Context: an optimization exercise on an open-source flow, tuned for small area and a short achievable clock period. The choices shown serve that exercise and are no tape-out recipe.
RTL that was checked went through simulation tests only; none was proved equivalent to the original.
No functional check of the RTL was part of run 6.
In runs 3 to 6 the design's own scripts or RTL, not TritonCTS, make the clock network.
No driver is modelled on the clock port, so clock power and skew are understated where the tree is cut down; a real chip needs a root buffer or a tree.
Power figures rest on the tool's default switching activity, not on a simulated workload.

$ cat flow/config.mk
export PLATFORM = sky130hd
export DESIGN_NAME = router
export DESIGN_NICKNAME = router
export VERILOG_FILES = /design/flow/design.v
export SDC_FILE = /design/flow/constraint.sdc
export NUM_CORES = 4
export LEC_CHECK = 0
export CAP_MARGIN = 20
export CORE_MARGIN = 2
export CORE_UTILIZATION = 70
export MAX_ROUTING_LAYER = met4
export SETUP_SLACK_MARGIN = 2.6
export SLEW_MARGIN = 20
$ cat flow/constraint.sdc
create_clock -name core_clock -period 4.5 [get_ports {clk}]
set_input_delay 0.9000 -clock core_clock [delete_from_list [all_inputs] [get_ports {clk}]]
set_output_delay 0.9000 -clock core_clock [all_outputs]
set_load 0.01 [all_outputs]
$ cat flow/design.v
package router_pkg;
    typedef logic [81-1:0] flit_t;
    typedef logic [3-1:0] coord_t;
    typedef enum logic [1:0] {
        ROUTE_XPOS  = 2'd0,
        ROUTE_YPOS  = 2'd1,
        ROUTE_EJECT = 2'd2
    } route_dir_e;
    typedef struct packed {
        route_dir_e dir;
        flit_t      flit;
    } routed_flit_t;
endpackage
`timescale 1ns/10ps
module flit_queue #(
    parameter int width      = 81,
    parameter int tag_w      = 1,
    parameter int depth      = 8,
    parameter bit free_write = 0
) (
    input  logic             clk,
    input  logic             rst,
    input  logic [width-1:0] wr_data,
    input  logic [tag_w-1:0] wr_tag,
    input  logic             wr_en,
    input  logic             wr_en_next,
    input  logic             rd_en,
    output logic [width-1:0] rd_data,
    output logic [tag_w-1:0] head_tag,
    output logic             not_empty_next,
    output logic [tag_w-1:0] head_tag_next,
    output logic             not_empty,
    output logic             full,
    output logic             almost_full
);
    logic [width-1:0] mem [depth];
    logic [tag_w-1:0] tag [depth];
    logic [depth-1:0] wr_oh;
    logic [depth-1:0] rd_oh;
    logic [depth-1:0] rd_oh_next;
    logic [depth-1:0] rd_oh_d;
    logic [depth-1:0] rd_oh_m;
    logic [depth:0]   occ;
    logic             do_wr;
    logic             do_rd;
    logic [depth-1:0] wr_oh_d;
    logic [depth:0]   occ_d;
    logic [depth-1:0] wsel;
    logic [tag_w-1:0] next_tag;
    assign do_wr = free_write ? (wr_en && !full) : wr_en;
    assign do_rd = rd_en && not_empty;
    assign not_empty   = !occ[0];
    assign full        = occ[depth];
    assign almost_full = occ[depth-1];
    assign rd_oh_next = {rd_oh[depth-2:0], rd_oh[depth-1]};
    always_comb begin
        next_tag = '0;
        for (int i = 0; i < depth; i++) begin
            next_tag = next_tag | (tag[i] & {tag_w{rd_oh_next[i]}});
        end
    end
    assign rd_oh_d = do_rd ? rd_oh_next : rd_oh;
    assign wr_oh_d = do_wr ? {wr_oh[depth-2:0], wr_oh[depth-1]} : wr_oh;
    always_comb begin
        if (do_rd) begin
            occ_d = do_wr ? occ : {1'b0, occ[depth:1]};
        end else begin
            occ_d = do_wr ? {occ[depth-1:0], 1'b0} : occ;
        end
    end
    always_ff @(posedge clk) begin
        if (rst) begin
            wr_oh <= depth'(1);
            rd_oh   <= depth'(1);
            rd_oh_m <= '0;
            occ   <= (depth + 1)'(1);
            wsel  <= free_write ? depth'(1) : '0;
        end else begin
            wr_oh <= wr_oh_d;
            rd_oh   <= rd_oh_d;
            rd_oh_m <= rd_oh_d & {depth{!occ_d[0]}};
            occ   <= occ_d;
            wsel  <= wr_oh_d & {depth{free_write ? !occ_d[depth] : wr_en_next}};
        end
    end
    assign not_empty_next = !rst && !occ_d[0];
    always_comb begin
        if (do_wr && (occ[0] || (occ[1] && do_rd))) begin
            head_tag_next = wr_tag;
        end else if (do_rd) begin
            head_tag_next = next_tag;
        end else begin
            head_tag_next = head_tag;
        end
    end
    always_ff @(posedge clk) begin
        head_tag <= head_tag_next;
    end
    for (genvar i = 0; i < depth; i++) begin : g_slot
        always_ff @(posedge clk) begin
            if (wsel[i]) begin
                mem[i] <= wr_data;
                tag[i] <= wr_tag;
            end
        end
    end
    localparam int lo_w = width / 2;
    always_comb begin
        rd_data = '0;
        for (int i = 0; i < depth; i++) begin
            rd_data[lo_w-1:0] = rd_data[lo_w-1:0] |
                                (mem[i][lo_w-1:0] & {lo_w{rd_oh[i]}});
            rd_data[width-1:lo_w] = rd_data[width-1:lo_w] |
                                    (mem[i][width-1:lo_w] & {(width-lo_w){rd_oh_m[i]}});
        end
    end
endmodule
`timescale 1ns/10ps
module route_comp #(
    parameter router_pkg::coord_t cur_x = '0,
    parameter router_pkg::coord_t cur_y = '0
) (
    input  router_pkg::flit_t flit,
    output logic              is_eject,
    output logic              go_y
);
    router_pkg::coord_t dst_x;
    router_pkg::coord_t dst_y;
    assign dst_x = flit[72 +: 3];
    assign dst_y = flit[75 +: 3];
    assign is_eject = (dst_x == cur_x) && (dst_y == cur_y);
    assign go_y     = (dst_x == cur_x);
endmodule
`timescale 1ns/10ps
module input_port #(
    parameter router_pkg::coord_t cur_x = '0,
    parameter router_pkg::coord_t cur_y = '0
) (
    input  logic              clk,
    input  logic              rst,
    input  router_pkg::flit_t in_flit,
    input  logic              in_valid,
    output router_pkg::flit_t eject_flit,
    output logic              eject_valid,
    output router_pkg::flit_t sw_head,
    output logic              sw_head_y,
    output logic              sw_head_valid,
    output logic              sw_head_y_next,
    output logic              sw_head_valid_next,
    input  logic              sw_grant
);
    router_pkg::flit_t in_head;
    logic              in_head_eject;
    logic              in_head_y;
    logic              in_not_empty;
    logic              rc_pop;
    router_pkg::flit_t rc_flit;
    logic              rc_dir_y;
    logic              rc_valid;
    logic              rc_valid_d;
    logic              sw_full;
    logic              sw_almost_full;
    flit_queue #(
        .width      (81),
        .tag_w      (1),
        .depth      (8),
        .free_write (1'b1)
    ) in_queue (
        .clk         (clk),
        .rst         (rst),
        .wr_data     (in_flit),
        .wr_tag      (1'b0),
        .wr_en       (in_valid),
        .wr_en_next  (1'b0),
        .rd_en       (rc_pop),
        .rd_data     (in_head),
        .head_tag    (),
        .not_empty_next (),
        .head_tag_next  (),
        .not_empty   (in_not_empty),
        .full        (),
        .almost_full ()
    );
    route_comp #(
        .cur_x(cur_x),
        .cur_y(cur_y)
    ) rc (
        .flit     (in_head),
        .is_eject (in_head_eject),
        .go_y     (in_head_y)
    );
    assign rc_pop = in_not_empty && !(sw_full || (sw_almost_full && rc_valid));
    assign rc_valid_d = rc_pop && !in_head_eject;
    always_ff @(posedge clk) begin
        rc_flit  <= in_head;
        rc_dir_y <= in_head_y;
    end
    always_ff @(posedge clk) begin
        if (rst) begin
            rc_valid    <= 1'b0;
            eject_valid <= 1'b0;
        end else begin
            rc_valid    <= rc_valid_d;
            eject_valid <= rc_pop && in_head_eject;
        end
    end
    assign eject_flit = rc_flit;
    flit_queue #(
        .width      (81),
        .tag_w      (1),
        .depth      (8),
        .free_write (1'b0)
    ) sw_queue (
        .clk         (clk),
        .rst         (rst),
        .wr_data     (rc_flit),
        .wr_tag      (rc_dir_y),
        .wr_en       (rc_valid),
        .wr_en_next  (rc_valid_d),
        .rd_en       (sw_grant),
        .rd_data     (sw_head),
        .head_tag    (sw_head_y),
        .not_empty_next (sw_head_valid_next),
        .head_tag_next  (sw_head_y_next),
        .not_empty   (sw_head_valid),
        .full        (sw_full),
        .almost_full (sw_almost_full)
    );
endmodule
`timescale 1ns/10ps
module switch_alloc (
    input  logic              clk,
    input  logic              rst,
    input  router_pkg::flit_t xpos_head,
    input  router_pkg::flit_t ypos_head,
    input  logic              xpos_head_y,
    input  logic              ypos_head_y,
    input  logic              xpos_head_valid,
    input  logic              ypos_head_valid,
    input  logic              xpos_head_y_next,
    input  logic              ypos_head_y_next,
    input  logic              xpos_head_valid_next,
    input  logic              ypos_head_valid_next,
    output logic              xpos_grant,
    output logic              ypos_grant,
    input  router_pkg::flit_t inject_xpos,
    input  router_pkg::flit_t inject_ypos,
    input  logic              inject_xpos_valid,
    input  logic              inject_ypos_valid,
    output router_pkg::flit_t out_xpos,
    output router_pkg::flit_t out_ypos,
    output logic              out_xpos_valid,
    output logic              out_ypos_valid
);
    router_pkg::flit_t head_flit [2];
    router_pkg::flit_t inj_flit [2];
    logic [1:0]        inj_valid;
    logic [1:0]        req_q [2];
    logic [1:0]        req_d [2];
    logic [1:0]        gnt [2];
    logic [1:0]        pick1_q;
    logic [1:0]        pick1_d;
    logic [1:0]        pick1;
    logic [1:0]        rr_ptr;
    logic [1:0]        rr_d;
    router_pkg::flit_t out_flit_q [2];
    logic [1:0]        out_valid_q;
    assign head_flit[0] = xpos_head;
    assign head_flit[1] = ypos_head;
    assign inj_flit[0]  = inject_xpos;
    assign inj_flit[1]  = inject_ypos;
    assign inj_valid    = {inject_ypos_valid, inject_xpos_valid};
    always_comb begin
        for (int o = 0; o < 2; o++) begin
            pick1[o] = req_q[o][1] && (!req_q[o][0] || rr_ptr[o]);
            gnt[o]   = inj_valid[o] ? 2'b00 : {pick1[o], req_q[o][0] && !pick1[o]};
            rr_d[o] = (|gnt[o]) ? gnt[o][0] : rr_ptr[o];
        end
        req_d[0] = {ypos_head_valid_next && !ypos_head_y_next,
                    xpos_head_valid_next && !xpos_head_y_next};
        req_d[1] = {ypos_head_valid_next &&  ypos_head_y_next,
                    xpos_head_valid_next &&  xpos_head_y_next};
        for (int o = 0; o < 2; o++) begin
            pick1_d[o] = req_d[o][1] && (!req_d[o][0] || rr_d[o]);
        end
    end
    assign xpos_grant = gnt[0][0] | gnt[1][0];
    assign ypos_grant = gnt[0][1] | gnt[1][1];
    always_ff @(posedge clk) begin
        for (int o = 0; o < 2; o++) begin
            out_flit_q[o] <= inj_valid[o] ? inj_flit[o]
                           : (pick1_q[o] ? head_flit[1] : head_flit[0]);
        end
    end
    always_ff @(posedge clk) begin
        if (rst) begin
            out_valid_q <= 2'b00;
            rr_ptr      <= 2'b00;
            req_q[0]    <= 2'b00;
            req_q[1]    <= 2'b00;
            pick1_q     <= 2'b00;
        end else begin
            for (int o = 0; o < 2; o++) begin
                out_valid_q[o] <= inj_valid[o] | (|req_q[o]);
            end
            rr_ptr   <= rr_d;
            req_q[0] <= req_d[0];
            req_q[1] <= req_d[1];
            pick1_q  <= pick1_d;
        end
    end
    assign out_xpos       = out_flit_q[0];
    assign out_ypos       = out_flit_q[1];
    assign out_xpos_valid = out_valid_q[0];
    assign out_ypos_valid = out_valid_q[1];
endmodule
`timescale 1ns/10ps
module router #(
    parameter router_pkg::coord_t cur_x = '0,
    parameter router_pkg::coord_t cur_y = '0
) (
    input  logic              clk,
    input  logic              rst,
    input  router_pkg::flit_t in_xpos,
    input  logic              in_xpos_valid,
    input  router_pkg::flit_t in_ypos,
    input  logic              in_ypos_valid,
    input  router_pkg::flit_t inject_xpos,
    input  logic              inject_xpos_valid,
    input  router_pkg::flit_t inject_ypos,
    input  logic              inject_ypos_valid,
    output router_pkg::flit_t out_xpos,
    output logic              out_xpos_valid,
    output router_pkg::flit_t out_ypos,
    output logic              out_ypos_valid,
    output router_pkg::flit_t eject_xpos,
    output logic              eject_xpos_valid,
    output router_pkg::flit_t eject_ypos,
    output logic              eject_ypos_valid
);
    router_pkg::flit_t        xpos_head;
    router_pkg::flit_t        ypos_head;
    logic                     xpos_head_y;
    logic                     xpos_head_y_next;
    logic                     ypos_head_y_next;
    logic                     xpos_head_valid_next;
    logic                     ypos_head_valid_next;
    logic                     ypos_head_y;
    logic                     xpos_head_valid;
    logic                     ypos_head_valid;
    logic                     xpos_grant;
    logic                     ypos_grant;
    input_port #(
        .cur_x(cur_x),
        .cur_y(cur_y)
    ) xpos_in (
        .clk           (clk),
        .rst           (rst),
        .in_flit       (in_xpos),
        .in_valid      (in_xpos_valid),
        .eject_flit    (eject_xpos),
        .eject_valid   (eject_xpos_valid),
        .sw_head       (xpos_head),
        .sw_head_y     (xpos_head_y),
        .sw_head_y_next     (xpos_head_y_next),
        .sw_head_valid_next (xpos_head_valid_next),
        .sw_head_valid (xpos_head_valid),
        .sw_grant      (xpos_grant)
    );
    input_port #(
        .cur_x(cur_x),
        .cur_y(cur_y)
    ) ypos_in (
        .clk           (clk),
        .rst           (rst),
        .in_flit       (in_ypos),
        .in_valid      (in_ypos_valid),
        .eject_flit    (eject_ypos),
        .eject_valid   (eject_ypos_valid),
        .sw_head       (ypos_head),
        .sw_head_y     (ypos_head_y),
        .sw_head_y_next     (ypos_head_y_next),
        .sw_head_valid_next (ypos_head_valid_next),
        .sw_head_valid (ypos_head_valid),
        .sw_grant      (ypos_grant)
    );
    switch_alloc sa (
        .clk               (clk),
        .rst               (rst),
        .xpos_head         (xpos_head),
        .ypos_head         (ypos_head),
        .xpos_head_y       (xpos_head_y),
        .ypos_head_y       (ypos_head_y),
        .xpos_head_y_next     (xpos_head_y_next),
        .ypos_head_y_next     (ypos_head_y_next),
        .xpos_head_valid_next (xpos_head_valid_next),
        .ypos_head_valid_next (ypos_head_valid_next),
        .xpos_head_valid   (xpos_head_valid),
        .ypos_head_valid   (ypos_head_valid),
        .xpos_grant        (xpos_grant),
        .ypos_grant        (ypos_grant),
        .inject_xpos       (inject_xpos),
        .inject_ypos       (inject_ypos),
        .inject_xpos_valid (inject_xpos_valid),
        .inject_ypos_valid (inject_ypos_valid),
        .out_xpos          (out_xpos),
        .out_ypos          (out_ypos),
        .out_xpos_valid    (out_xpos_valid),
        .out_ypos_valid    (out_ypos_valid)
    );
endmodule
$ cat flow/flow/run.sh
#!/bin/bash
# Standard ORFS layout with a few changes to how it is made:
#  - port buffers are plain buffers rather than the resizer's default pick
#  - the clock tree is a three-level tree built by flow/cts_hook.tcl in
#    place of TritonCTS (four root buffers fed by the clock port, sixteen
#    mid buffers, leaf buffers of at most 26 flip-flops each)
#  - before timing repair at that step, output-port flip-flops get their
#    other loads split off behind a buffer and their port buffers moved next
#    to them (flow/split_loads.tcl)
#  - timing repair may resize a cell to a different footprint
# make's full output (every tool it runs) goes to flow_make.log here; ORFS
# also keeps each step's own log under orfs/logs.
set -euo pipefail
export BUFFER_PORTS_ARGS="-buffer_cell sky130_fd_sc_hd__buf_1"
export PRE_CTS_TCL="$PWD/flow/cts_hook.tcl"
bash standard.sh MATCH_CELL_FOOTPRINT=0 finish > flow_make.log 2>&1
$ cat flow/flow/cts_hook.tcl
# Runs in place of TritonCTS inside ORFS's cts step (sourced as PRE_CTS_TCL):
# builds a three-level clock tree by hand, then does the rest of cts.tcl's work
# (legalize, timing repair, write the step's results) and ends the step.
# Before the repair it also shortens the paths to the output ports: a
# flip-flop that drives a port's buffer and other cells gets the other cells
# behind a buffer of their own, and each port's buffer moves next to its
# flip-flop so that the buffer drives the wire to the pin.
source [file join [file dirname [info script]] manual_cts.tcl]
source [file join [file dirname [info script]] split_loads.tcl]
# cts.tcl only sets these after this hook
set_dont_use $::env(DONT_USE_CELLS)

mcts_build3 clk 26 16 4 sky130_fd_sc_hd__clkbuf_16 sky130_fd_sc_hd__buf_12 sky130_fd_sc_hd__buf_16
split_port_flop_loads sky130_fd_sc_hd__buf_2
pull_port_buffers
set_propagated_clock [all_clocks]

estimate_parasitics -placement
set_placement_padding -global \
  -left $::env(CELL_PAD_IN_SITES_DETAIL_PLACEMENT) \
  -right $::env(CELL_PAD_IN_SITES_DETAIL_PLACEMENT)
detailed_placement
estimate_parasitics -placement
report_clock_latency
repair_timing_helper
detailed_placement
check_placement -verbose
report_metrics 4 "cts final"
orfs_write_db $::env(RESULTS_DIR)/4_1_cts.odb
orfs_write_sdc $::env(RESULTS_DIR)/4_cts.sdc
exit
$ cat flow/flow/manual_cts.tcl
proc mcts_split {pts maxn} {
  # pts: list of {x y payload}; returns ceil(n / maxn) clusters (lists of
  # pts) of near equal size, by recursive bisection across the longer side
  set n [llength $pts]
  set k [expr {($n + $maxn - 1) / $maxn}]
  return [mcts_split_k $pts $k]
}

proc mcts_split_k {pts k} {
  if {$k <= 1} { return [list $pts] }
  set xs [lsort -integer [lmap p $pts {lindex $p 0}]]
  set ys [lsort -integer [lmap p $pts {lindex $p 1}]]
  set dx [expr {[lindex $xs end] - [lindex $xs 0]}]
  set dy [expr {[lindex $ys end] - [lindex $ys 0]}]
  set d [expr {$dx >= $dy ? 0 : 1}]
  set s [lsort -integer -index $d $pts]
  set k1 [expr {$k / 2}]
  set h [expr {([llength $s] * $k1) / $k}]
  return [concat [mcts_split_k [lrange $s 0 [expr {$h - 1}]] $k1] [mcts_split_k [lrange $s $h end] [expr {$k - $k1}]]]
}

proc mcts_split_n {pts n} {
  # split into n groups (n a power of two) by median bisection
  if {$n <= 1} { return [list $pts] }
  set xs [lsort -integer [lmap p $pts {lindex $p 0}]]
  set ys [lsort -integer [lmap p $pts {lindex $p 1}]]
  set dx [expr {[lindex $xs end] - [lindex $xs 0]}]
  set dy [expr {[lindex $ys end] - [lindex $ys 0]}]
  set k [expr {$dx >= $dy ? 0 : 1}]
  set s [lsort -integer -index $k $pts]
  set h [expr {[llength $s] / 2}]
  return [concat [mcts_split_n [lrange $s 0 [expr {$h - 1}]] [expr {$n / 2}]] [mcts_split_n [lrange $s $h end] [expr {$n / 2}]]]
}

proc mcts_centroid {pts} {
  set sx 0; set sy 0
  foreach p $pts { incr sx [lindex $p 0]; incr sy [lindex $p 1] }
  set n [llength $pts]
  return [list [expr {$sx / $n}] [expr {$sy / $n}]]
}

proc mcts_build {clk_port leaf_max nroots bufname {rootname ""}} {
  if {$rootname eq ""} { set rootname $bufname }
  set rmaster [[ord::get_db] findMaster $rootname]
  set block [ord::get_db_block]
  set master [[ord::get_db] findMaster $bufname]
  set clknet [$block findNet $clk_port]
  set sinks {}
  foreach it [$clknet getITerms] {
    set inst [$it getInst]
    set bb [$inst getBBox]
    set x [expr {([$bb xMin] + [$bb xMax]) / 2}]
    set y [expr {([$bb yMin] + [$bb yMax]) / 2}]
    lappend sinks [list $x $y $it]
  }
  puts "manual cts: [llength $sinks] sinks"
  set clusters [mcts_split $sinks $leaf_max]
  puts "manual cts: [llength $clusters] leaf clusters"
  set leaves {}
  set i 0
  foreach c $clusters {
    lassign [mcts_centroid $c] cx cy
    set inst [odb::dbInst_create $block $master "clkbuf_leaf_m_$i"]
    set net [odb::dbNet_create $block "clknet_leaf_m_$i"]
    $net setSigType CLOCK
    $inst setLocation [expr {$cx - [$master getWidth] / 2}] [expr {$cy - [$master getHeight] / 2}]
    $inst setPlacementStatus PLACED
    foreach p $c {
      set it [lindex $p 2]
      $it disconnect
      $it connect $net
    }
    [$inst findITerm X] connect $net
    lappend leaves [list $cx $cy [$inst findITerm A]]
    incr i
  }
  set groups [mcts_split_n $leaves $nroots]
  set j 0
  foreach g $groups {
    lassign [mcts_centroid $g] cx cy
    set inst [odb::dbInst_create $block $rmaster "clkbuf_root_m_$j"]
    set net [odb::dbNet_create $block "clknet_root_m_$j"]
    $net setSigType CLOCK
    $inst setLocation [expr {$cx - [$rmaster getWidth] / 2}] [expr {$cy - [$rmaster getHeight] / 2}]
    $inst setPlacementStatus PLACED
    foreach p $g { [lindex $p 2] connect $net }
    [$inst findITerm X] connect $net
    [$inst findITerm A] connect $clknet
    incr j
  }
  puts "manual cts: $j root buffers"
}

proc mcts_build3 {clk_port leaf_max nmid nroots leafname midname rootname} {
  # three levels: roots fed by the clock port, mid buffers, leaf buffers
  set block [ord::get_db_block]
  set db [ord::get_db]
  set lm [$db findMaster $leafname]
  set mm [$db findMaster $midname]
  set rm [$db findMaster $rootname]
  set clknet [$block findNet $clk_port]
  set sinks {}
  foreach it [$clknet getITerms] {
    set inst [$it getInst]
    set bb [$inst getBBox]
    lappend sinks [list [expr {([$bb xMin] + [$bb xMax]) / 2}] [expr {([$bb yMin] + [$bb yMax]) / 2}] $it]
  }
  set level {}
  set i 0
  foreach c [mcts_split $sinks $leaf_max] {
    lappend level [mcts_place_driver $block $lm "clkbuf_leaf_m_$i" "clknet_leaf_m_$i" $c]
    incr i
  }
  set mids {}
  set i 0
  foreach g [mcts_split_n $level $nmid] {
    lappend mids [mcts_place_driver $block $mm "clkbuf_mid_m_$i" "clknet_mid_m_$i" $g]
    incr i
  }
  set i 0
  foreach g [mcts_split_n $mids $nroots] {
    set d [mcts_place_driver $block $rm "clkbuf_root_m_$i" "clknet_root_m_$i" $g]
    [lindex $d 2] connect $clknet
    incr i
  }
  puts "manual cts: [llength $level] leaves, [llength $mids] mids, $i roots"
}

proc mcts_place_driver {block master iname nname pts} {
  # a buffer at the centroid of pts driving their pins; returns its input
  lassign [mcts_centroid $pts] cx cy
  set inst [odb::dbInst_create $block $master $iname]
  set net [odb::dbNet_create $block $nname]
  $net setSigType CLOCK
  $inst setLocation [expr {$cx - [$master getWidth] / 2}] [expr {$cy - [$master getHeight] / 2}]
  $inst setPlacementStatus PLACED
  foreach p $pts {
    set it [lindex $p 2]
    if {[$it getNet] ne "NULL"} { $it disconnect }
    $it connect $net
  }
  [$inst findITerm X] connect $net
  return [list $cx $cy [$inst findITerm A]]
}
$ cat flow/flow/split_loads.tcl
# For each flip-flop that drives an output port's buffer and other cells as
# well, put the other cells behind a buffer of their own, so the flip-flop's
# own load on the path to the port stays small.
proc split_port_flop_loads {bufname} {
  set block [ord::get_db_block]
  set master [[ord::get_db] findMaster $bufname]
  set n 0
  foreach bt [$block getBTerms] {
    if {[$bt getIoType] ne "OUTPUT"} { continue }
    set pnet [$bt getNet]
    if {$pnet eq "NULL"} { continue }
    set obuf ""
    foreach it [$pnet getITerms] { if {[$it isOutputSignal]} { set obuf [$it getInst] } }
    if {$obuf eq ""} { continue }
    set a [$obuf findITerm A]
    if {$a eq "NULL" || $a eq ""} { continue }
    set qnet [$a getNet]
    if {$qnet eq "NULL"} { continue }
    set ff ""
    set others {}
    foreach it [$qnet getITerms] {
      if {[$it isOutputSignal]} { set ff [$it getInst]; continue }
      if {[$it getInst] ne $obuf} { lappend others $it }
    }
    if {$ff eq "" || [llength $others] == 0} { continue }
    if {![string match "*__df*" [[$ff getMaster] getName]]} { continue }
    set inst [odb::dbInst_create $block $master "split_[$ff getId]"]
    set net [odb::dbNet_create $block "splitnet_[$ff getId]"]
    set loc [$ff getLocation]
    $inst setLocation [lindex $loc 0] [lindex $loc 1]
    $inst setPlacementStatus PLACED
    foreach it $others { $it disconnect; $it connect $net }
    [$inst findITerm X] connect $net
    [$inst findITerm A] connect $qnet
    incr n
  }
  puts "split_port_flop_loads: $n flip-flops"
}

# Move each output port's buffer next to the flip-flop that drives it, so
# that the buffer, not the flip-flop, drives the wire to the pin.
proc pull_port_buffers {} {
  set block [ord::get_db_block]
  set n 0
  foreach bt [$block getBTerms] {
    if {[$bt getIoType] ne "OUTPUT"} { continue }
    set pnet [$bt getNet]
    if {$pnet eq "NULL"} { continue }
    set obuf ""
    foreach it [$pnet getITerms] { if {[$it isOutputSignal]} { set obuf [$it getInst] } }
    if {$obuf eq ""} { continue }
    set a [$obuf findITerm A]
    if {$a eq "NULL" || $a eq ""} { continue }
    set qnet [$a getNet]
    if {$qnet eq "NULL"} { continue }
    set ff ""
    foreach it [$qnet getITerms] { if {[$it isOutputSignal]} { set ff [$it getInst] } }
    if {$ff eq ""} { continue }
    if {![string match "*__df*" [[$ff getMaster] getName]]} { continue }
    set loc [$ff getLocation]
    $obuf setLocation [lindex $loc 0] [lindex $loc 1]
    incr n
  }
  puts "pull_port_buffers: $n buffers"
}
$ cat flow/standard.sh
#!/bin/bash
# synth_recipe.tcl (not shown) runs the flow's synth.tcl, then flattens the netlist and writes it again
# the make line also repeats each setting of config.mk as NAME=value (left out here)
make -C /OpenROAD-flow-scripts/flow DESIGN_CONFIG=/design/flow/config.mk WORK_HOME=/design/flow/orfs CLKGATE_MAP_FILE= SYNTH_SCRIPT=/design/flow/synth_recipe.tcl "${@:-finish}"
==> parameters.txt, run 1 <==
Parameter                              Value

Placed design
  Number of port buffers ... 657
  Detailed placement HPWL ... 183,000 um
  Final GP Congestion ... about 0.92
  Pre-CTS setup slack ... 1570 ps
  Cell area after placement ... 112,000 um^2
  Instance count after placement with tap cells included ... 8,623

Logic synthesis
  Main flop type after synthesis ... edfxtp_1
  Cell Area, Synth ... ~110,000 um^2
  Post-synthesis cell type with the largest combined area ... edfxtp_1
  Number of synthesized flops with an enable pin ... 2,608
  Post-synthesis cell type count ... 39
  Register bit total from synthesis ... 3,114
  Top-area cell type share of the netlist area ... 73.1%
  Average size of a mapped cell ... 17.3 um^2
  Number of instances in the synthesized netlist ... 6,209
  Share of synthesized area occupied by flip-flops and latches ... 82.5%
  Synthesized Nets ... 6,539
  Top post-synthesis cells by area ... edfxtp_1 (73%), dfxtp_1 (9.5%), a22oi_1 (9.3%)
  Number of synthesis warnings ... 14
  Async S/R FF share, synth ... 0%

Global route
  Global-route wire length before repair ... 437,000 um
  Largest net degree at the start of global routing ... 77
  Via count of the first global-routing pass ... 59,128
  Congestion Overflow GR ... 0
  Number of antenna violations at the first check in global routing ... between 50 and 60
  Gr usage total ... 40.5%

Die
  Horizontal extent of the die ... 395 um
  DIE HEIGHT ... approximately 400 um
  Initial Utilization ... 70.5%
  Top-level I/O count ... between 600 and 700
  Row Count ... 143

STA
  Pin type at the end of the worst path ... primary output
  GRT worst endpoint ... eject_ypos[42]

Status
  Last stage ... 5_2_route
  Error message ... [ERROR DRT-0255] Maze Route cannot find path of net inject_ypos[23] in worker of routeBox ( 386400 193200 ) ( 395300 241500 ).
  Run status ... did not finish

Clock tree
  Hold buffer count at CTS ... 0
## worst min path at each step
stage | startpoint | endpoint | slack, ps | cells after the start
CTS | xpos_in.in_queue.mem[6][78] | xpos_in.rc_flit[78] | 470 | 2
global route | ypos_in.in_queue.wr_oh[4] | ypos_in.in_queue.wr_oh[5] | 480 | 2
floorplan | xpos_in.in_queue.mem[6][0] | xpos_in.rc_flit[0] | 440 | 2
detailed placement | ypos_in.in_queue.mem[5][37] | ypos_in.rc_flit[37] | 450 | 2
global placement | ypos_in.in_queue.mem[6][56] | ypos_in.rc_flit[56] | 450 | 2
## layer usage
metal	GRT usage, %
met1	57.4
met2	58.2
met5	-
met3	11.4
met4	12.6
## what timing repair did
| item | CTS | global route |
|---|---|---|
| pin swaps | 37 | 37 |
| setup buffers | 73 | 71 |
| setup endpoints to repair | 1009 | 459 |
| cloned | 3 | 6 |
| gates resized for setup | 1496 | 296 |
## per-stage QoR
stage	hold slack, ps	power [mW]	util [%]
2_1_floorplan	440	34.5	-
3_3_place_gp	448	36.3	73.6
3_5_place_dp	455	36.3	73.6
4_1_cts	473	50.1	78.7
5_1_grt	485	51.7	79.9
## power by group through the flow
stage,clock network [mW],registers [mW],logic [mW]
after global routing,14.6,32.9,4.18
after CTS,13.6,32.8,3.73
after detailed placement,0,34.0,2.33
after global placement,0,34.0,2.30
after floorplan,0,33.6,0.891
## logic make-up after synthesis
group | synth area share [%]
compound gates | 11.2
mux | 0.396
buf+inv | 1.46
flops | 82.5
simple gates | 4.39
## cells in the mapped netlist (all sizes together) (4+ instances only)
cell type,count
edfxtp,2608
a21oi,69
buf,60
nand2,420
a22oi,1331
nor2,60
nand2b,13
and4,81
inv,7
nand4,245
o21ai,326
nor3,27
clkbuf,343
nand3b,4
dfxtp,506
nor2b,37
mux2i,37
and2,16
==> inputs of run 2 (changes only) <==
--- a/flow/flow/run.sh
+++ b/flow/flow/run.sh
@@ -11,6 +11,6 @@
 # make's full output (every tool it runs) goes to flow_make.log here; ORFS
 # also keeps each step's own log under orfs/logs.
 set -euo pipefail
-export BUFFER_PORTS_ARGS="-buffer_cell sky130_fd_sc_hd__buf_1"
+export BUFFER_PORTS_ARGS="-buffer_cell sky130_fd_sc_hd__buf_2"
 export PRE_CTS_TCL="$PWD/flow/cts_hook.tcl"
 bash standard.sh MATCH_CELL_FOOTPRINT=0 finish > flow_make.log 2>&1
==> parameters.txt, run 2 <==
Parameter                              Value

Logic synthesis
  Share of synthesized area occupied by flip-flops and latches ... 82.5% (unchanged)
  Number of instances in the synthesized netlist ... 6,209 (unchanged)
  Number of synthesized flops with an enable pin ... 2,608 (unchanged)
  Post-synthesis cell type count ... 39 (unchanged)
  Average size of a mapped cell ... 17.3 um^2 (unchanged)
  Post-synthesis share of cell area spent on and, or, nand and nor gates ... 4.39% (unchanged)
  Largest family of logic cells by synthesized area ... compound AO/OA/AOI/OAI gates
  Async S/R FF share, synth ... 0% (unchanged)
  Post-synthesis cell type with the largest combined area ... edfxtp_1
  Main flop type after synthesis ... edfxtp_1
  Top post-synthesis cells by area ... edfxtp_1 (73%), dfxtp_1 (9.5%), a22oi_1 (9.3%)
  Top-area cell type share of the netlist area ... 73.1% (unchanged)
  Cell Area, Synth ... 107,000 um^2 (unchanged)
  Number of synthesis warnings ... 14 (unchanged)
  Fraction of the mapped netlist area in adder cells ... 0% (unchanged)
  Share of cell area taken by muxes after synthesis ... 0.396% (unchanged)
  Synthesized Nets ... 6,539 (unchanged)
  Most common cell in the netlist ... edfxtp_1
  Post-synthesis compound-gate area fraction ... 11.2% (unchanged)
  Register bit total from synthesis ... 3,114 (unchanged)
  Xor-xnor portion of the synthesized cell area ... 0% (unchanged)
  Most common library cells after synthesis ... edfxtp_1 (2,608), a22oi_1 (1,330), dfxtp_1 (506), nand2_1 (420), clkbuf_1 (343)

Die
  Initial Utilization ... 70.5% (unchanged)
  Horizontal extent of the die ... 395 um (unchanged)
  Row Count ... 143 (unchanged)
  DIE HEIGHT ... 395 um (unchanged)
  Top-level I/O count ... 658 (unchanged)

Placed design
  Final GP Congestion ... 0.946 (+2.9%)
  Instance count after placement with tap cells included ... 8,617 (-0.070%)
  Detailed placement HPWL ... 186,000 um (+1.6%)
  Number of port buffers ... 657 (unchanged)

Global route
  Global-route wire length before repair ... 443,000 um (+1.2%)
  Via count of the first global-routing pass ... 59,341 (+0.36%)
  Largest net degree at the start of global routing ... 85 (+10%)
  Gr usage total ... 41.0% (+0.53 points)
  Number of antenna violations at the first check in global routing ... 67 (+14%)
  Congestion Overflow GR ... 0 (unchanged)

Clock tree
  Hold buffer count at CTS ... 0 (unchanged)

STA
  Pin type at the end of the worst path ... register data pin
  GRT worst endpoint ... sa.pick1_q[1]$_SDFF_PP0_/D

Status
  Run status ... did not finish
  Last stage ... 5_2_route
  Error message ... [ERROR DRT-0255] Maze Route cannot find path of net inject_ypos[20] in worker of routeBox ( 386400 0 ) ( 395300 48300 ).
[run 2: cell counts after synthesis]
No cell type changed its count.
[run 2: worst min-delay path by stage]
| stage | from | to |
|---|---|---|
| 2_1_floorplan | xpos_in.in_queue.mem[6][0] | xpos_in.rc_flit[0] |
| 5_1_grt | ypos_in.in_queue.wr_oh[0] | ypos_in.in_queue.wr_oh[1] |
| 3_3_place_gp | ypos_in.in_queue.mem[6][61] | ypos_in.rc_flit[61] |
| 3_5_place_dp | xpos_in.in_queue.mem[5][65] | xpos_in.rc_flit[65] |
| 4_1_cts | ypos_in.in_queue.mem[6][57] | ypos_in.rc_flit[57] |
[run 2: through the flow]
| step | util, % | setup WS (ps) | hold WS (ps) | instance area [um^2] |
|---|---|---|---|---|
| floorplan | - | 2190 | 440 | 107000 |
| global placement | 74.1 | 1590 | 450 | 113000 |
| detailed placement | 74.1 | 1570 | 453 | 113000 |
| CTS | 79.1 | 2530 | 475 | 120000 |
| global route | 80.2 | 2440 | 493 | 122000 |
[run 2: logic make-up after synthesis]
family | Yosys count
DFF | 3114
muxes | 40
AOI/OAI and AO/OA | 1733
and+or+nand+nor | 912
buffers and inverters | 410
[run 2: timing repair]
item	CTS	global route
pin swaps	44	34
setup endpoints to repair	990	388
gates cloned	1	9
gates resized for setup	925	196
buffers inserted	86	65
[run 2: layer usage]
layer / global-route usage, %
met4: 11.6
met5: -
met3: 10.6
met1: 58.7
met2: 59.6
[run 2: power by group through the flow]
| stage | registers (mW) | logic, mW | clock network [mW] |
|---|---|---|---|
| 2_1_floorplan | 33.6 | 0.891 | 0 |
| 3_3_place_gp | 34.0 | 2.37 | 0 |
| 3_5_place_dp | 34.0 | 2.41 | 0 |
| 4_1_cts | 32.8 | 3.77 | 13.6 |
| 5_1_grt | 32.9 | 4.16 | 14.5 |
==> inputs of run 3 (changes only) <==
--- a/flow/config.mk
+++ b/flow/config.mk
@@ -7,7 +7,7 @@
 export LEC_CHECK = 0
 export CAP_MARGIN = 20
 export CORE_MARGIN = 2
-export CORE_UTILIZATION = 70
+export CORE_UTILIZATION = 65
 export MAX_ROUTING_LAYER = met4
 export SETUP_SLACK_MARGIN = 2.6
 export SLEW_MARGIN = 20
==> parameters.txt, run 3 <==
Parameter                              Value

Status
  Run status ... timing/DRC/antenna clean

Critical path
  Count of buffer and inverter cells on the critical path ... 1
  CP Cell Sequence ... buf_6
  Worst Reg2Reg Path Length in Cells ... 3
  Critical path required time ... around 3600 ps
  Cell class contributing the biggest share of worst-path delay ... flip-flops
  CP Launch Type ... flip-flop
  Max stage delay on crit path ... 350 ps
  Library cell contributing the largest single delay on the critical path ... dfxtp_2
  Worst path arrival time ... ~1100 ps
  Critical path endpoint category ... primary output
  Number of gates on the worst path with buffers counted ... 1
  Worst setup path category ... flip-flop to primary output
  Crit path max fanout ... 2

STA
  Clock tree skew after final layout ... 43.3 ps
  Final clock period utilization by the worst path ... 43.7%
  Worst max-slew margin expressed relative to the limit ... about a quarter
  Slew at the pin closest to its max-slew limit ... around 1100 ps
  Final setup violation count ... 0
  Setup repair after global routing missed its margin ... true
  Setup TNS ... 0 ps
  Achievable clock frequency ... 508 MHz
  Pins Over Slew Limit ... 0
  Tmin final ... 1970 ps
  Final hold violation count ... 0

Die
  Top-level I/O count ... 658 (unchanged)
  Horizontal extent of the die ... 410 um (+3.7%)
  Core Box Area ... 164,000 um^2
  Initial Utilization ... 65.2% (-5.3 points)
  Total die area ... 168,000 um^2
  DIE HEIGHT ... 410 um (+3.7%)
  Row Count ... 149 (+4.2%)

Logic synthesis
  Cell Area, Synth ... 107,000 um^2 (unchanged)
  Post-synthesis cell type with the largest combined area ... edfxtp_1
  Number of instances in the synthesized netlist ... 6,209 (unchanged)
  Top-area cell type share of the netlist area ... 73.1% (unchanged)
  Number of synthesized flops with an enable pin ... 2,608 (unchanged)
  Async S/R FF share, synth ... 0% (unchanged)
  Most common library cells after synthesis ... edfxtp_1 (2,608), a22oi_1 (1,330), dfxtp_1 (506), nand2_1 (420), clkbuf_1 (343)
  Number of synthesis warnings ... 14 (unchanged)
  Post-synthesis cell type count ... 39 (unchanged)
  Top post-synthesis cells by area ... edfxtp_1 (73%), dfxtp_1 (9.5%), a22oi_1 (9.3%)
  Most common cell in the netlist ... edfxtp_1
  Share of synthesized area occupied by flip-flops and latches ... 82.5% (unchanged)
  Main flop type after synthesis ... edfxtp_1
  Average size of a mapped cell ... 17.3 um^2 (unchanged)
  Synthesized Nets ... 6,539 (unchanged)
  Register bit total from synthesis ... 3,114 (unchanged)

Pwr
  Cell-internal power ... 39.3 mW
  Flop pwr share ... 64.9%
  Power consumption ... around 50 mW
  Net switching share of the total power ... 22.4%
  Clock network power share ... 27.1%
  Power density over the cells ... 416 nW/um^2
  Combinational fraction of design power ... 8.0%
  Peak VDD IR ... 0.503 mV
  Switching power summed over all nets ... 11.3 mW
  Pleak ... 39.2 nW

Placed design
  Final GP Congestion ... 0.892 (-5.7%)
  Detailed placement HPWL ... 189,000 um (+1.2%)
  Number of port buffers ... 657 (unchanged)

Run
  Max-Cap Viols ... 0

Global route
  Via count of the first global-routing pass ... 58,533 (-1.4%)
  Largest net degree at the start of global routing ... 102 (+20%)
  Congestion Overflow GR ... 0 (unchanged)
  Global-route wire length before repair ... 440,000 um (-0.58%)
  Gr usage total ... 37.9% (-3.1 points)
  Number of antenna violations at the first check in global routing ... 54 (-19%)

Route
  Routed length per placed instance ... 34.5 um
  First DRT Iteration DRCs ... 9,613
  Remaining antenna violation count after routing ... 0
  Via count ... about 64,000
  Via-per-instance ratio ... 6.88
  Total iterations of the first detailed-routing run ... 6
  Routed WL ... 320,000 um
  Residual DRC ... 0

Cells and area
  Synthesis-to-layout area growth ... 13.5%
  Share of layout cells above drive strength 1 ... about a quarter
  Fill cell total of the finished layout ... between 9,000 and 10,000
  Commonest non-fill, non-tap cell in the layout ... edfxtp_1
  Number of nets in the layout ... ~7,400
  Most frequent cells in the layout ... edfxtp_1 (2,608), a22oi_1 (1,324), buf_2 (524)

Clock tree
  Clk slew on worst S/H paths ... 100 ps
  Clock latency on the worst-skew pair ... 560 ps

Worst hold path
  Hold path depth ... 2
  Hold crit path type ... flip-flop to flip-flop
## run 3: cell counts after synthesis
No cell type changed its count.
## run 3: logic make-up after synthesis
logic type	Yosys count	synth area share [%]
and+or+nand+nor	912	4.39
muxes	40	0.396
DFF	3114	82.5
buffers and inverters	410	1.46
AOI/OAI and AO/OA	1733	11.2
## run 3: path summary, 6_finish.rpt
| path | start | endpoint | slack, ps |
|---|---|---|---|
| max reg2reg | xpos_in.in_queue.rd_oh[2] | xpos_in.rc_flit[1] | 2540 |
| max | ypos_in.rc_flit[2] | eject_ypos[2] | 2530 |
| min | ypos_in.in_queue.wr_oh[2] | ypos_in.in_queue.wr_oh[3] | 460 |
| min reg2reg | ypos_in.in_queue.wr_oh[2] | ypos_in.in_queue.wr_oh[3] | 460 |
## run 3: timing repair
| action | 4_1_cts | 5_1_grt |
|---|---|---|
| gates cloned | 4 | 2 |
| hold endpoints to repair | 0 | 0 |
| hold buffers | 0 | 0 |
| buffers inserted | 64 | 55 |
| setup endpoints to repair | 754 | 432 |
| resized for setup | 944 | 163 |
| pin swaps | 53 | 24 |
## run 3: metrics by stage
stage,cell area [um^2],util [%],hold slack [ps],std cells,setup WS (ps)
floorplan,107000,-,440,6209,2190
global placement,113000,68.7,449,8785,1660
detailed placement,113000,68.7,453,8786,1640
CTS,120000,73.2,468,9156,2520
global route,122000,74.0,483,9270,2480
finish,122000,74.0,464,9279,2530
## run 3: cell type report
class / count / area [um^2] / area share, %
sequential: 3114 / 89100 / 73.3
timing repair buffer: 916 / 7810 / 6.42
antenna: 66 / 165 / 0.136
inverter: 7 / 26.3 / 0.0216
tap: 2189 / 2740 / 2.25
multi-input combinational: 2685 / 17500 / 14.4
buffer: 302 / 4240 / 3.49
## run 3: power by group through the flow
stage               Sequential [mW]  Combinational [mW]  Clock [mW]
floorplan                      33.6               0.891           0
global placement               33.9                2.48           0
detailed placement             34.0                2.52           0
CTS                            32.8                3.82        13.7
global route                   32.9                4.18        14.7
finish                         32.8                4.04        13.7
## run 3: layer usage
metal	vias to the layer above	global-route usage [%]	wire length (um)
li1	26505	-	-
met1	32662	56.0	123000
met2	4265	54.9	145000
met3	399	9.00	43700
met4	0	7.60	8970
met5	-	-	0
==> inputs of run 4 (changes only) <==
--- a/flow/config.mk
+++ b/flow/config.mk
@@ -9,5 +9,5 @@
 export CORE_MARGIN = 2
 export CORE_UTILIZATION = 65
 export MAX_ROUTING_LAYER = met4
-export SETUP_SLACK_MARGIN = 2.6
+export SETUP_SLACK_MARGIN = 2.65
 export SLEW_MARGIN = 20
==> parameters.txt, run 4 <==
Parameter                              Value

Worst hold path
  Hold path depth ... 2 (unchanged)
  Source of the worst hold timing path ... ypos_in.in_queue.mem[6][57]
  Hold crit path type ... flip-flop to flip-flop
  Capture endpoint of the worst hold path ... ypos_in.rc_flit[57]

Logic synthesis
  Async S/R FF share, synth ... 0% (unchanged)
  Number of synthesis warnings ... 14 (unchanged)
  Average size of a mapped cell ... 17.3 um^2 (unchanged)
  Share of synthesized area occupied by flip-flops and latches ... 82.5% (unchanged)
  Most common library cells after synthesis ... edfxtp_1 (2,608), a22oi_1 (1,330), dfxtp_1 (506), nand2_1 (420), clkbuf_1 (343)
  Register bit total from synthesis ... 3,114 (unchanged)
  Post-synthesis cell type with the largest combined area ... edfxtp_1
  Cell Area, Synth ... 107,000 um^2 (unchanged)
  Number of instances in the synthesized netlist ... 6,209 (unchanged)
  Main flop type after synthesis ... edfxtp_1
  Top-area cell type share of the netlist area ... 73.1% (unchanged)
  Post-synthesis cell type count ... 39 (unchanged)
  Top post-synthesis cells by area ... edfxtp_1 (73%), dfxtp_1 (9.5%), a22oi_1 (9.3%)
  Number of synthesized flops with an enable pin ... 2,608 (unchanged)
  Most common cell in the netlist ... edfxtp_1
  Synthesized Nets ... 6,539 (unchanged)

Die
  Core Box Area ... 164,000 um^2 (unchanged)
  Row Count ... 149 (unchanged)
  Total die area ... 168,000 um^2 (unchanged)
  Horizontal extent of the die ... 410 um (unchanged)
  Top-level I/O count ... 658 (unchanged)
  Initial Utilization ... 65.2% (unchanged)
  DIE HEIGHT ... 410 um (unchanged)

Route
  Via count ... 64,739 (+1.4%)
  First DRT Iteration DRCs ... 11,043 (+15%)
  Total iterations of the first detailed-routing run ... 6 (unchanged)
  Residual DRC ... 0 (unchanged)
  Routed WL ... 326,000 um (+2.1%)
  Remaining antenna violation count after routing ... 0 (unchanged)
  Via-per-instance ratio ... 6.95 (+1.1%)
  Routed length per placed instance ... 35.1 um (+1.7%)

STA
  Final critical-path setup slack ... 2540 ps (+9.02 ps)
  Setup TNS ... 0 ps (unchanged)
  Worst max-slew margin expressed relative to the limit ... 28.6% (+4.3 points)
  Clock tree skew after final layout ... 41.8 ps (-1.45 ps)
  Pins Over Slew Limit ... 0 (unchanged)
  Slew at the pin closest to its max-slew limit ... 1070 ps (-65.2 ps)
  Tmin final ... 1960 ps (-9.02 ps)
  Achievable clock frequency ... 511 MHz (+0.46%)
  WHS ... 473 ps (+9.90 ps)
  Final clock period utilization by the worst path ... 43.5% (-0.20 points)
  Final setup violation count ... 0 (unchanged)
  Setup repair after global routing missed its margin ... true
  Final hold violation count ... 0 (unchanged)

Critical path
  Count of buffer and inverter cells on the critical path ... 1 (unchanged)
  Worst setup slack for register-to-register paths ... 2540 ps (about the same)
  CP most frequent cell ... nor2b_1
  Critical path endpoint category ... flip-flop
  CP Launch Type ... flip-flop
  R2r endpoint ... xpos_in.sw_queue.wsel[0]
  Worst setup path category ... flip-flop to flip-flop
  Max stage delay on crit path ... 400 ps (+50 ps)
  Worst path arrival time ... 2380 ps (+1310 ps)
  Library cell contributing the largest single delay on the critical path ... dfxtp_4
  CP Cell Sequence ... buf_4, a22oi_1, nand4_1, nor3_4, a21oi_4, nor2b_1, nor2b_1
  Worst Reg2Reg Path Length in Cells ... 7 (+4)
  Critical path required time ... 4930 ps (+1330 ps)
  Cell class contributing the biggest share of worst-path delay ... simple AND/OR/NAND/NOR gates
  Crit path max fanout ... 8 (+6)
  Reg2reg start ... xpos_in.in_queue.rd_oh_m[2]

Cells and area
  Number of nets in the layout ... 7,406 (+0.68%)
  Synthesis-to-layout area growth ... 14.1%
  Commonest non-fill, non-tap cell in the layout ... edfxtp_1
  Share of layout cells above drive strength 1 ... 25.0% (+0.99 points)
  Storage cell area ... 89,200 um^2 (about the same)
  Fill cell total of the finished layout ... 9,878 (-1.0%)
  Multi-input gate area ... 17,700 um^2 (+0.75%)
  Most frequent cells in the layout ... edfxtp_1 (2,608), a22oi_1 (1,319), buf_2 (514)

Status
  Run status ... timing/DRC/antenna clean

Global route
  Global-route wire length before repair ... 449,000 um (+2.0%)
  Via count of the first global-routing pass ... 59,052 (+0.89%)
  Congestion Overflow GR ... 0 (unchanged)
  Gr usage total ... 38.6% (+0.77 points)
  Largest net degree at the start of global routing ... 87 (-15%)
  Number of antenna violations at the first check in global routing ... 53 (-1.9%)

Placed design
  Pre-CTS setup slack ... 1720 ps (+76.5 ps)
  Final GP Congestion ... 0.892 (about the same)
  Number of port buffers ... 657 (unchanged)
  Detailed placement HPWL ... 190,000 um (+0.87%)

Pwr
  Peak VDD IR ... 0.400 mV (-20%)
  Power consumption ... 50.7 mW (+0.28%)
  Power density over the cells ... 415 nW/um^2 (-0.29%)
  Pleak ... 39.5 nW (+0.84%)

Clock tree
  Clk slew on worst S/H paths ... 90 ps (about the same)
  Hold buffer count at CTS ... 0 (unchanged)
  Clock latency on the worst-skew pair ... 560 ps (about the same)

Run
  Max-Cap Viols ... 0 (unchanged)
## run 4: cell counts after synthesis
No cell type changed its count.
## run 4: tightest hold or removal path, stage by stage (launching register included)
cell and delay, ps:
edfxtp_1 330, a22oi_1 60, nand4_1 60
## run 4: kinds of logic (layout without fill, tap and decap cells)
logic type	count (synthesis)	after routing	synth area share, %
other	0	46	0
AO/OA/AOI/OAI	1733	1733	11.2
AND/OR/NAND/NOR	912	912	4.39
multiplexers	40	40	0.396
buffers and inverters	410	1275	1.46
flip-flops	3114	3114	82.5
## run 4: area by class of cell
cell class / count / area share [%]
plain buffers: 302 / 3.47
repair buffers: 966 / 6.86
diodes: 46 / 0.0941
flip-flops and latches: 3114 / 72.9
well taps: 2189 / 2.24
multi-input cells: 2685 / 14.4
inverters: 7 / 0.0215
## run 4: routing by layer
metal / wire length, um / part of all wire [%] / track usage, %
met1: 127000 / 39 / 58.4
met2: 147000 / 45 / 55.9
met3: 42800 / 13 / 7.42
met4: 9250 / 2.8 / 8.15
met5: 0 / 0 / -
## run 4: worst max-delay path by stage
stage | cells after the start | to | slack (ps) | from
4_1_cts | 1 | eject_xpos[75] | 2540 | xpos_in.rc_flit[75]
6_report | 7 | xpos_in.sw_queue.wsel[0] | 2540 | xpos_in.in_queue.rd_oh_m[2]
5_1_grt | 7 | sa.pick1_q[1] | 2510 | inject_xpos_valid
3_3_place_gp | 7 | sa.pick1_q[0] | 1740 | inject_xpos_valid
2_1_floorplan | 7 | sa.pick1_q[0] | 2190 | inject_ypos_valid
3_5_place_dp | 7 | sa.pick1_q[0] | 1720 | inject_xpos_valid
## run 4: timing repair
| action | 4_1_cts | 5_1_grt |
|---|---|---|
| buffers inserted | 112 | 52 |
| resized for setup | 926 | 245 |
| setup endpoints to repair | 895 | 492 |
| endpoints found under the hold margin | 0 | 0 |
| cloned | 1 | 4 |
| pin swaps | 54 | 25 |
## run 4: per-stage QoR
step / utilization [%] / instances / area (um^2)
floorplan: - / 6209 / 107000
global placement: 68.7 / 8792 / 113000
detailed placement: 68.7 / 8792 / 113000
CTS: 73.4 / 9207 / 121000
global route: 74.4 / 9305 / 122000
finish: 74.4 / 9309 / 122000
## run 4: where the power goes
group	leakage (nW)	internal [mW]	switching [mW]
Sequential	28.2	32.3	0.529
Combinational	9.70	1.40	2.73
Clock	1.68	5.58	8.18
==> inputs of run 5 (changes only) <==
--- a/flow/flow/run.sh
+++ b/flow/flow/run.sh
@@ -3,7 +3,7 @@
 #  - port buffers are plain buffers rather than the resizer's default pick
 #  - the clock tree is a three-level tree built by flow/cts_hook.tcl in
 #    place of TritonCTS (four root buffers fed by the clock port, sixteen
-#    mid buffers, leaf buffers of at most 26 flip-flops each)
+#    mid buffers, leaf buffers of at most 22 flip-flops each)
 #  - before timing repair at that step, output-port flip-flops get their
 #    other loads split off behind a buffer and their port buffers moved next
 #    to them (flow/split_loads.tcl)
--- a/flow/flow/cts_hook.tcl
+++ b/flow/flow/cts_hook.tcl
@@ -10,7 +10,7 @@
 # cts.tcl only sets these after this hook
 set_dont_use $::env(DONT_USE_CELLS)
 
-mcts_build3 clk 26 16 4 sky130_fd_sc_hd__clkbuf_16 sky130_fd_sc_hd__buf_12 sky130_fd_sc_hd__buf_16
+mcts_build3 clk 22 16 4 sky130_fd_sc_hd__clkbuf_16 sky130_fd_sc_hd__buf_12 sky130_fd_sc_hd__buf_16
 split_port_flop_loads sky130_fd_sc_hd__buf_2
 pull_port_buffers
 set_propagated_clock [all_clocks]
--- a/flow/config.mk
+++ b/flow/config.mk
@@ -9,5 +9,5 @@
 export CORE_MARGIN = 2
 export CORE_UTILIZATION = 65
 export MAX_ROUTING_LAYER = met4
-export SETUP_SLACK_MARGIN = 2.65
+export SETUP_SLACK_MARGIN = 2.6
 export SLEW_MARGIN = 20
==> parameters.txt, run 5 <==
Parameter                              Value

Die
  DIE HEIGHT ... 410 um (unchanged)
  Core Box Area ... 164,000 um^2 (unchanged)
  Top-level I/O count ... 658 (unchanged)
  Initial Utilization ... 65.2% (unchanged)
  Horizontal extent of the die ... 410 um (unchanged)
  Total die area ... 168,000 um^2 (unchanged)
  Row Count ... 149 (unchanged)

Cells and area
  Most frequent cells in the layout ... edfxtp_1 (2,608), a22oi_1 (1,317), buf_2 (517)
  Multi-input gate area ... 17,600 um^2 (-0.47%)
  Post-Route Utilization ... 74.6% (+0.16 points)
  Non-Filler Cell Area, Final ... 123,000 um^2 (+0.21%)
  Fill cell total of the finished layout ... 9,888 (+0.10%)
  Non-filler instance count after layout ... 9,324 (+0.16%)
  Commonest non-fill, non-tap cell in the layout ... edfxtp_1
  Synthesis-to-layout area growth ... 14.4%
  Number of nets in the layout ... 7,404 (-0.027%)
  Storage cell area ... 89,100 um^2 (about the same)
  Share of layout cells above drive strength 1 ... 24.7% (-0.22 points)

Logic synthesis
  Top post-synthesis cells by area ... edfxtp_1 (73%), dfxtp_1 (9.5%), a22oi_1 (9.3%)
  Main flop type after synthesis ... edfxtp_1
  Number of synthesis warnings ... 14 (unchanged)
  Post-synthesis cell type with the largest combined area ... edfxtp_1
  Number of synthesized flops with an enable pin ... 2,608 (unchanged)
  Most common cell in the netlist ... edfxtp_1
  Register bit total from synthesis ... 3,114 (unchanged)
  Cell Area, Synth ... 107,000 um^2 (unchanged)
  Synthesized Nets ... 6,539 (unchanged)
  Share of synthesized area occupied by flip-flops and latches ... 82.5% (unchanged)
  Average size of a mapped cell ... 17.3 um^2 (unchanged)
  Most common library cells after synthesis ... edfxtp_1 (2,608), a22oi_1 (1,330), dfxtp_1 (506), nand2_1 (420), clkbuf_1 (343)
  Top-area cell type share of the netlist area ... 73.1% (unchanged)
  Async S/R FF share, synth ... 0% (unchanged)
  Post-synthesis cell type count ... 39 (unchanged)
  Number of instances in the synthesized netlist ... 6,209 (unchanged)

Critical path
  Critical path required time ... 3600 ps (-1330 ps)
  CP Cell Sequence ... buf_6
  Max stage delay on crit path ... 370 ps (-30 ps)
  Cell class contributing the biggest share of worst-path delay ... flip-flops
  Reg2reg start ... ypos_in.in_queue.rd_oh_m[5]
  Worst path arrival time ... 1080 ps (-1300 ps)
  Library cell contributing the largest single delay on the critical path ... dfxtp_2
  CP Launch Type ... flip-flop
  Worst setup path category ... flip-flop to primary output
  Critical path launch point ... ypos_in.rc_flit[39]
  Crit path max fanout ... 2 (-6)
  Critical path endpoint category ... primary output
  Count of buffer and inverter cells on the critical path ... 1 (unchanged)

Pwr
  Power density over the cells ... 421 nW/um^2 (+1.5%)
  Flop pwr share ... 63.6% (-1.1 points)
  Switching power summed over all nets ... 11.5 mW (+0.52%)
  Peak VDD IR ... 0.447 mV (+12%)
  Pleak ... 39.7 nW (+0.31%)
  Power consumption ... 51.6 mW (+1.7%)
  Clock network power share ... 28.5% (+1.4 points)
  Cell-internal power ... 40.1 mW (+2.1%)
  Combinational fraction of design power ... 7.9% (-0.2 points)
  Net switching share of the total power ... 22.3% (-0.27 points)

STA
  Achievable clock frequency ... 506 MHz (-0.96%)
  Final hold violation count ... 0 (unchanged)
  Tmin final ... 1980 ps (+19.1 ps)
  Pins Over Slew Limit ... 0 (unchanged)
  WHS ... 450 ps (-23.1 ps)
  Setup TNS ... 0 ps (unchanged)
  Final setup violation count ... 0 (unchanged)
  Final critical-path setup slack ... 2520 ps (-19.1 ps)
  Setup repair after global routing missed its margin ... true
  Slew at the pin closest to its max-slew limit ... 1130 ps (+60.3 ps)
  Final clock period utilization by the worst path ... 43.9% (+0.42 points)
  Worst max-slew margin expressed relative to the limit ... 24.5% (-4.0 points)
  Clock tree skew after final layout ... 36.7 ps (-5.16 ps)

Placed design
  Pre-CTS setup slack ... 1640 ps (-76.5 ps)
  Cell area after placement ... 113,000 um^2 (about the same)
  Detailed placement HPWL ... 189,000 um (-0.87%)
  Final GP Congestion ... 0.892 (about the same)
  Instance count after placement with tap cells included ... 8,786 (-0.068%)
  Number of port buffers ... 657 (unchanged)

Route
  Routed length per placed instance ... 34.4 um (-1.8%)
  Routed WL ... 321,000 um (-1.7%)
  Total iterations of the first detailed-routing run ... 5 (-1)
  Via-per-instance ratio ... 6.85 (-1.5%)
  Residual DRC ... 0 (unchanged)
  First DRT Iteration DRCs ... 9,685 (-12%)
  Remaining antenna violation count after routing ... 0 (unchanged)
  Via count ... 63,891 (-1.3%)

Clock tree
  Clk slew on worst S/H paths ... 80 ps (about the same)
  Clock latency on the worst-skew pair ... 560 ps (about the same)

Global route
  Largest net degree at the start of global routing ... 102 (+17%)
  Number of antenna violations at the first check in global routing ... 56 (+5.7%)
  Congestion Overflow GR ... 0 (unchanged)
  Global-route wire length before repair ... 440,000 um (-2.0%)
  Gr usage total ... 37.8% (-0.84 points)
  Via count of the first global-routing pass ... 58,827 (-0.38%)

Run
  Max-Cap Viols ... 0 (unchanged)

Worst hold path
  Source of the worst hold timing path ... ypos_in.in_queue.mem[6][52]
  Hold crit path type ... flip-flop to flip-flop

Status
  Run status ... timing/DRC/antenna clean
==> run 5: cell counts after synthesis <==
Identical to the previous run, type by type.
==> run 5: worst paths after layout <==
kind / to / depth (start not counted) / slack, ps
hold reg to reg: ypos_in.rc_flit[52] / 2 / 450
setup / recovery: eject_ypos[39] / 1 / 2520
hold / removal: ypos_in.rc_flit[52] / 2 / 450
setup reg to reg: ypos_in.sw_queue.wsel[0] / 7 / 2540
==> run 5: layout make-up <==
type	count	share of cell area, %
Multi-Input combinational cell	2685	14.3
Inverter	7	0.0214
Buffer	324	3.91
Tap cell	2189	2.23
Timing Repair Buffer	942	6.67
Sequential cell	3114	72.7
Antenna cell	63	0.129
==> run 5: metal layers <==
| metal | GRT usage (%) | wire (um) | share of wire, % |
|---|---|---|---|
| met1 | 55.7 | 125000 | 39 |
| met2 | 54.6 | 145000 | 45 |
| met3 | 9.23 | 43000 | 13 |
| met4 | 8.11 | 8380 | 2.6 |
| met5 | - | 0 | 0 |
==> run 5: kinds of logic (layout without fill, tap and decap cells) <==
| logic type | count (synthesis) | after routing | synth area share (%) |
|---|---|---|---|
| buffers and inverters | 410 | 1273 | 1.46 |
| muxes | 40 | 40 | 0.396 |
| and+or+nand+nor | 912 | 912 | 4.39 |
| AOI/OAI and AO/OA | 1733 | 1733 | 11.2 |
| DFF | 3114 | 3114 | 82.5 |
| other | 0 | 63 | 0 |
==> run 5: power groups by stage <==
stage | Combinational (mW) | Sequential [mW] | Clock, mW
2_1_floorplan | 0.891 | 33.6 | 0
3_3_place_gp | 2.48 | 33.9 | 0
3_5_place_dp | 2.52 | 34.0 | 0
4_1_cts | 3.81 | 32.8 | 14.7
5_1_grt | 4.21 | 32.9 | 15.6
6_report | 4.06 | 32.8 | 14.7
==> run 5: timing repair <==
action / CTS / global route
hold buffers: 0 / 0
resized for setup: 939 / 204
pin swaps: 49 / 29
setup buffers: 65 / 76
gates cloned: 4 / 6
endpoints found under the setup margin: 751 / 452
==> inputs of run 6 (changes only) <==
--- a/flow/design.v
+++ b/flow/design.v
@@ -40,6 +40,7 @@
     logic [depth-1:0] rd_oh_next;
     logic [depth-1:0] rd_oh_d;
     logic [depth-1:0] rd_oh_m;
+    logic [depth-1:0] rd_oh_w;
     logic [depth:0]   occ;
     logic             do_wr;
     logic             do_rd;
@@ -73,12 +74,14 @@
             wr_oh <= depth'(1);
             rd_oh   <= depth'(1);
             rd_oh_m <= '0;
+            rd_oh_w <= '0;
             occ   <= (depth + 1)'(1);
             wsel  <= free_write ? depth'(1) : '0;
         end else begin
             wr_oh <= wr_oh_d;
             rd_oh   <= rd_oh_d;
             rd_oh_m <= rd_oh_d & {depth{!occ_d[0]}};
+            rd_oh_w <= rd_oh_d & {depth{!occ_d[0] || wr_en}};
             occ   <= occ_d;
             wsel  <= wr_oh_d & {depth{free_write ? !occ_d[depth] : wr_en_next}};
         end
@@ -104,14 +107,17 @@
             end
         end
     end
-    localparam int lo_w = width / 2;
+    localparam int w1 = width / 3;
+    localparam int w2 = (2 * width) / 3;
     always_comb begin
         rd_data = '0;
         for (int i = 0; i < depth; i++) begin
-            rd_data[lo_w-1:0] = rd_data[lo_w-1:0] |
-                                (mem[i][lo_w-1:0] & {lo_w{rd_oh[i]}});
-            rd_data[width-1:lo_w] = rd_data[width-1:lo_w] |
-                                    (mem[i][width-1:lo_w] & {(width-lo_w){rd_oh_m[i]}});
+            rd_data[w1-1:0] = rd_data[w1-1:0] |
+                              (mem[i][w1-1:0] & {w1{rd_oh[i]}});
+            rd_data[w2-1:w1] = rd_data[w2-1:w1] |
+                               (mem[i][w2-1:w1] & {(w2-w1){rd_oh_m[i]}});
+            rd_data[width-1:w2] = rd_data[width-1:w2] |
+                                  (mem[i][width-1:w2] & {(width-w2){rd_oh_w[i]}});
         end
     end
 endmodule
--- a/flow/flow/run.sh
+++ b/flow/flow/run.sh
@@ -3,7 +3,7 @@
 #  - port buffers are plain buffers rather than the resizer's default pick
 #  - the clock tree is a three-level tree built by flow/cts_hook.tcl in
 #    place of TritonCTS (four root buffers fed by the clock port, sixteen
-#    mid buffers, leaf buffers of at most 22 flip-flops each)
+#    mid buffers, leaf buffers of at most 26 flip-flops each)
 #  - before timing repair at that step, output-port flip-flops get their
 #    other loads split off behind a buffer and their port buffers moved next
 #    to them (flow/split_loads.tcl)
--- a/flow/flow/cts_hook.tcl
+++ b/flow/flow/cts_hook.tcl
@@ -10,7 +10,7 @@
 # cts.tcl only sets these after this hook
 set_dont_use $::env(DONT_USE_CELLS)
 
-mcts_build3 clk 22 16 4 sky130_fd_sc_hd__clkbuf_16 sky130_fd_sc_hd__buf_12 sky130_fd_sc_hd__buf_16
+mcts_build3 clk 26 16 4 sky130_fd_sc_hd__clkbuf_16 sky130_fd_sc_hd__buf_12 sky130_fd_sc_hd__buf_16
 split_port_flop_loads sky130_fd_sc_hd__buf_2
 pull_port_buffers
 set_propagated_clock [all_clocks]
==> parameters.txt, run 6 <==
Parameter                              Value

Cells and area
  Number of nets in the layout ... 7,401 (-0.041%)
  Non-filler instance count after layout ... 9,296 (-0.30%)
  Non-Filler Cell Area, Final ... 122,000 um^2 (-0.22%)
  Fill cell total of the finished layout ... 9,952 (+0.65%)

Route
  Routed length per placed instance ... 33.0 um (-4.1%)
  Via count ... 62,950 (-1.5%)
  Routed WL ... 307,000 um (-4.4%)
  Total iterations of the first detailed-routing run ... 7 (+2)
  Residual DRC ... 0 (unchanged)

STA
  Final setup violation count ... 0 (unchanged)
  Slew at the pin closest to its max-slew limit ... 1030 ps (-98.7 ps)
  Achievable clock frequency ... 511 MHz (+1.0%)
  Pins Over Slew Limit ... 0 (unchanged)
  Setup TNS ... 0 ps (unchanged)
  Tmin final ... 1960 ps (-19.9 ps)

Logic synthesis
  Post-synthesis cell type count ... 43 (+10%)
  Average size of a mapped cell ... 17.2 um^2 (about the same)
  Share of synthesized area occupied by flip-flops and latches ... 82.5% (about the same)
  Number of synthesis warnings ... 14 (unchanged)
  Synthesized Nets ... 6,594 (+0.84%)
  Number of instances in the synthesized netlist ... 6,264 (+0.89%)
  Register bit total from synthesis ... 3,146 (+1.0%)
  Most common cell in the netlist ... edfxtp_1
  Most common library cells after synthesis ... edfxtp_1 (2,608), a22oi_1 (1,329), dfxtp_1 (538), nand2_1 (426), o21ai_0 (324)
  Post-synthesis cell type with the largest combined area ... edfxtp_1

Global route
  Gr usage total ... 36.3% (-1.6 points)
  Global-route wire length before repair ... 429,000 um (-2.5%)

Placed design
  Instance count after placement with tap cells included ... 8,844 (+0.66%)
  Number of port buffers ... 657 (unchanged)
  Pre-CTS setup slack ... 1550 ps (-89.0 ps)

Clock tree
  Clk slew on worst S/H paths ... 90 ps (about the same)
  Hold buffer count at CTS ... 0 (unchanged)
  Clock latency on the worst-skew pair ... 560 ps (about the same)

Worst hold path
  Hold crit path type ... flip-flop to flip-flop
  Hold path depth ... 2 (unchanged)

Status
  Run status ... timing/DRC/antenna clean

Pwr
  Net switching share of the total power ... 22.0% (-0.33 points)
  Power consumption ... 50.6 mW (-2.0%)
  Combinational fraction of design power ... 7.3% (-0.6 points)
  Switching power summed over all nets ... 11.1 mW (-3.4%)
  Pleak ... 39.5 nW (-0.44%)
  Power density over the cells ... 413 nW/um^2 (-1.8%)
  Peak VDD IR ... 0.304 mV (-32%)

Die
  Core Box Area ... 165,000 um^2 (+0.34%)
  Initial Utilization ... 65.5% (+0.29 points)
  Row Count ... 149 (unchanged)

Critical path
  Max stage delay on crit path ... 360 ps (about the same)
  Worst setup path category ... flip-flop to primary output
  CP Launch Type ... flip-flop
run 6: kinds of logic (layout without fill, tap and decap cells):
family / count (synthesis) / count (layout) / synth area share, %
buffers and inverters: 395 / 1200 / 1.40
and+or+nand+nor: 951 / 951 / 4.58
AOI/OAI and AO/OA: 1733 / 1733 / 11.2
other: 0 / 38 / 0
DFF: 3146 / 3146 / 82.5
muxes: 39 / 39 / 0.378
run 6: layer usage:
metal | share of wire [%] | global-route usage, % | up-vias
met5 | 0 | - | -
met4 | 3.8 | 11.3 | 0
met3 | 12 | 7.56 | 391
met2 | 45 | 52.7 | 3747
met1 | 39 | 52.4 | 32169
li1 | - | - | 26643
run 6: final timing paths:
check / slack (ps) / endpoint / startpoint
worst max-delay path: 2540 / eject_xpos[2] / xpos_in.rc_flit[2]
worst min-delay path: 470 / ypos_in.rc_flit[24] / ypos_in.in_queue.mem[6][24]
worst max register to register: 2550 / ypos_in.sw_queue.wsel[0] / ypos_in.in_queue.rd_oh_w[3]
worst min register to register: 470 / ypos_in.rc_flit[24] / ypos_in.in_queue.mem[6][24]
run 6: stage by stage:
step | hold slack [ps] | utilization, %
final | 473 | 74.2
after global routing | 492 | 74.1
after CTS | 472 | 73.5
after detailed placement | 454 | 69.0
after global placement | 447 | 69.0
after floorplan | 440 | -
run 6: worst min-delay path: stages (launching register included):
cell and delay, ps:
edfxtp_1 330, a22oi_1 60, nand4_1 70
run 6: power groups by stage:
| stage | clock network (mW) | logic, mW | registers [mW] |
|---|---|---|---|
| floorplan | 0 | 0.866 | 33.9 |
| global placement | 0 | 2.29 | 34.1 |
| detailed placement | 0 | 2.32 | 34.2 |
| CTS | 13.8 | 3.51 | 33.1 |
| global route | 14.8 | 3.85 | 33.2 |
| finish | 13.8 | 3.69 | 33.1 |
run 6: cell type report:
type | count | area, um^2 | share of cell area [%]
flip-flops and latches | 3146 | 89800 | 73.4
multi-input cells | 2723 | 17900 | 14.6
repair buffers | 893 | 7580 | 6.19
plain buffers | 303 | 4270 | 3.49
well taps | 2189 | 2740 | 2.24
diodes | 38 | 95.1 | 0.0777
inverters | 4 | 15.0 | 0.0123
run 6: timing repair:
item | in CTS | in global routing
setup buffers | 76 | 22
endpoints found under the setup margin | 760 | 411
resized for setup | 891 | 203
pin swaps | 42 | 22
gates cloned | 11 | 2

Re-timed with assumed drivers on the ports (clkbuf_16 on the clock, buf_2 on other inputs), run 6 has 2.343 ns of setup slack against 2.542 ns with ideal ports, and 1.651 ns once port delays also move by the mid clock arrival of 0.735 ns.
